From an optimization exercise on the open Yosys and OpenROAD flow, aimed at small area and a short achievable clock period; shortcuts taken in it are not production practice. The RTL was checked by simulation tests, not by an equivalence proof against the original design. Power and IR drop assume default switching activity.

## main
==> flow/design.v <==
module vc_input_buffer_route #(
    parameter int num_vcs       = 4,
    parameter int buffer_length = 8,
    parameter int data_width    = 32
) (
    input  logic                                           clk,
    input  logic                                           rst_n,
    input  logic                                           push,
    input  logic [$clog2(num_vcs)-1:0]                     vc_id,
    input  logic [data_width+num_vcs+14:0]                 data_in,
    input  logic [num_vcs-1:0]                             pop,
    input  logic [num_vcs-1:0]                             select,
    output logic [data_width+num_vcs+14:0]                 data_out,
    output logic [data_width+num_vcs+14:0]                 data_in_reg,
    output logic [num_vcs*(data_width+num_vcs+15)-1:0]     flit_buffer_out,
    output logic [num_vcs*5-1:0]                           output_port,
    output logic [num_vcs-1:0]                             head_is_tail,
    output logic [num_vcs*4-1:0]                           flags,
    output logic [num_vcs-1:0]                             buf_finished_empty
);
    localparam int FW       = data_width + num_vcs + 15;
    localparam int VW       = $clog2(num_vcs);
    localparam int BL       = buffer_length - 1;           
    localparam int OW       = $clog2(buffer_length) + 1;
    localparam int Y_LSB    = data_width;
    localparam int X_LSB    = data_width + 4;
    localparam int PORT_LSB = data_width + 8;
    localparam int TAIL_BIT = data_width + num_vcs + 13;
    localparam int HEAD_BIT = data_width + num_vcs + 14;
    logic [FW-1:0] head  [num_vcs];
    logic [FW-1:0] body  [num_vcs][BL];
    logic [BL-1:0] rd_oh [num_vcs];
    logic [BL-1:0] wr_oh [num_vcs];
    logic [OW-1:0] occ   [num_vcs];
    logic [4:0]    route [num_vcs];
    always_ff @(posedge clk) begin
        if (!rst_n) data_in_reg <= '0;
        else        data_in_reg <= data_in;
    end
    for (genvar v = 0; v < num_vcs; v++) begin : g_vc
        logic          empty, one, full;
        logic          vsel, do_pop, do_push;
        logic          ld_in, hold, adv_rd, body_we;
        logic [BL-1:0] ld_body;
        logic [OW-1:0] occ_next;
        logic [FW-1:0] head_next;
        assign empty = flags[4*v];
        assign one   = flags[4*v+1] & ~flags[4*v];
        assign full  = flags[4*v+3];
        assign vsel     = push && (vc_id == VW'(v));
        assign do_pop   = pop[v] & ~empty;
        assign do_push  = vsel & (~full | pop[v]);
        assign occ_next = occ[v] + OW'(do_push) - OW'(do_pop);
        assign ld_in   = rst_n & vsel & (empty | (one & pop[v]));
        assign adv_rd  = rst_n & pop[v] & ~flags[4*v+1];
        assign ld_body = {BL{adv_rd}} & rd_oh[v];
        assign hold    = rst_n & (empty ? ~vsel : ~pop[v]);
        assign body_we = rst_n & vsel & ~empty & ~(one & pop[v]) & (~full | pop[v]);
        always_comb begin
            head_next = ({FW{ld_in}} & data_in) | ({FW{hold}} & head[v]);
            for (int k = 0; k < BL; k++)
                head_next = head_next | ({FW{ld_body[k]}} & body[v][k]);
        end
        always_ff @(posedge clk) begin
            head[v] <= head_next;
        end
        for (genvar k = 0; k < BL; k++) begin : g_body
            always_ff @(posedge clk) begin
                if (body_we && wr_oh[v][k]) body[v][k] <= data_in;
            end
        end
        always_ff @(posedge clk) begin
            if (!rst_n) begin
                rd_oh[v]              <= BL'(1);
                wr_oh[v]              <= BL'(1);
                occ[v]                <= '0;
                flags[4*v +: 4]       <= 4'b0011;
                buf_finished_empty[v] <= 1'b0;
            end else begin
                if (adv_rd)  rd_oh[v] <= {rd_oh[v][BL-2:0], rd_oh[v][BL-1]};
                if (body_we) wr_oh[v] <= {wr_oh[v][BL-2:0], wr_oh[v][BL-1]};
                occ[v]                <= occ_next;
                flags[4*v +: 4]       <= {occ_next == OW'(buffer_length),
                                          occ_next >= OW'(buffer_length - 1),
                                          occ_next <= OW'(1),
                                          occ_next == '0};
                buf_finished_empty[v] <= do_pop & ~do_push & one;
            end
        end
        logic [3:0] xd, yd;
        logic [4:0] route_next;
        assign xd = head_next[X_LSB +: 4];
        assign yd = head_next[Y_LSB +: 4];
        assign route_next[1] = ~xd[3] & (|xd[2:0]);                   
        assign route_next[3] = xd[3];                                 
        assign route_next[0] = ~(|xd) & ~yd[3] & (|yd[2:0]);          
        assign route_next[2] = ~(|xd) & yd[3];                        
        assign route_next[4] = rst_n & (occ_next != '0) & ~(|xd) & ~(|yd);  
        always_ff @(posedge clk) begin
            route[v]        <= route_next;
            head_is_tail[v] <= head_next[HEAD_BIT] & head_next[TAIL_BIT];
        end
        assign flit_buffer_out[v*FW +: FW] = head[v];
        assign output_port[v*5 +: 5]       = route[v];
    end
    always_comb begin
        logic [FW-1:0] routed;
        data_out = '0;
        for (int v = 0; v < num_vcs; v++) begin
            routed                = head[v];
            routed[PORT_LSB +: 5] = route[v];
            data_out              = data_out | ({FW{select[v]}} & routed);
        end
    end
endmodule
Settings: LEC_CHECK=0, CAP_MARGIN=20, CORE_MARGIN=2, CORE_UTILIZATION=50, CTS_CLUSTER_DIAMETER=80, CTS_CLUSTER_SIZE=24, SETUP_SLACK_MARGIN=2.4, SLEW_MARGIN=20, TNS_END_PERCENT=10; clock period 5.0 ns.
run.sh (not shown) runs the stock make flow with config.mk's settings and CLKGATE_MAP_FILE= SYNTH_SCRIPT=/design/flow/synth_recipe.tcl, a recipe that flattens the netlist after the stock synthesis.
### main -> the feature branch
- clearing TNS_END_PERCENT, which used to be 10
- clearing CTS_CLUSTER_DIAMETER, which used to be 80
- swapping 50 for 60 in CORE_UTILIZATION
- clearing CTS_CLUSTER_SIZE, which used to be 24
--- outcome ---
- Against main as the reference, the feature branch delivers a lower count of antenna diodes in the layout.
- Per the comparison of the feature branch with main, number of instances in the placed design has decreased; post-route total power saw an increase; setup slack decreased 73 ps; worst relative slew slack grew by 4.0 points; clock buffer and inverter area fraction after layout saw an increase.
- In the tables for main and the feature branch, period utilization reads lower with main.
- Fill cell total of the finished layout shrinks by more than a quarter when moving from main to the feature branch.
- Final standard cell area without fillers was higher in the feature branch than in main.

[static timing again, ports no longer ideal]
The flow's constraints put no driver on any port. The routed layouts listed below were extracted and timed again, unchanged, in two steps.
Step 1 sets driving cells, clkbuf_16 on the clock port and buf_2 on the other inputs (assumed; they add their load-dependent delay and slew).
Step 2 moves the port delays by t, midway between the first and last clock arrival at a register: inputs arrive t later, outputs are due t later. That takes back most of the time a late clock gives input paths.
a / b / c = ideal / step 1 / step 2; a / b = the first two.
run	t, ns	slack for setup (ns)	hold WS [ns]	worst setup path after step 2	pins driven straight from the clock port
main	0.766	2.022 / 1.753 / 1.663	0.456 / 0.456 / 0.456	input to register	1
the feature branch	0.851	1.949 / 1.882 / 1.582	0.456 / 0.456 / 0.456	input to register	1
After both steps every run listed still meets setup and hold. The setup slack of the feature branch, which loses most, moves by -0.067 ns with the drivers and by -0.367 ns with both steps.
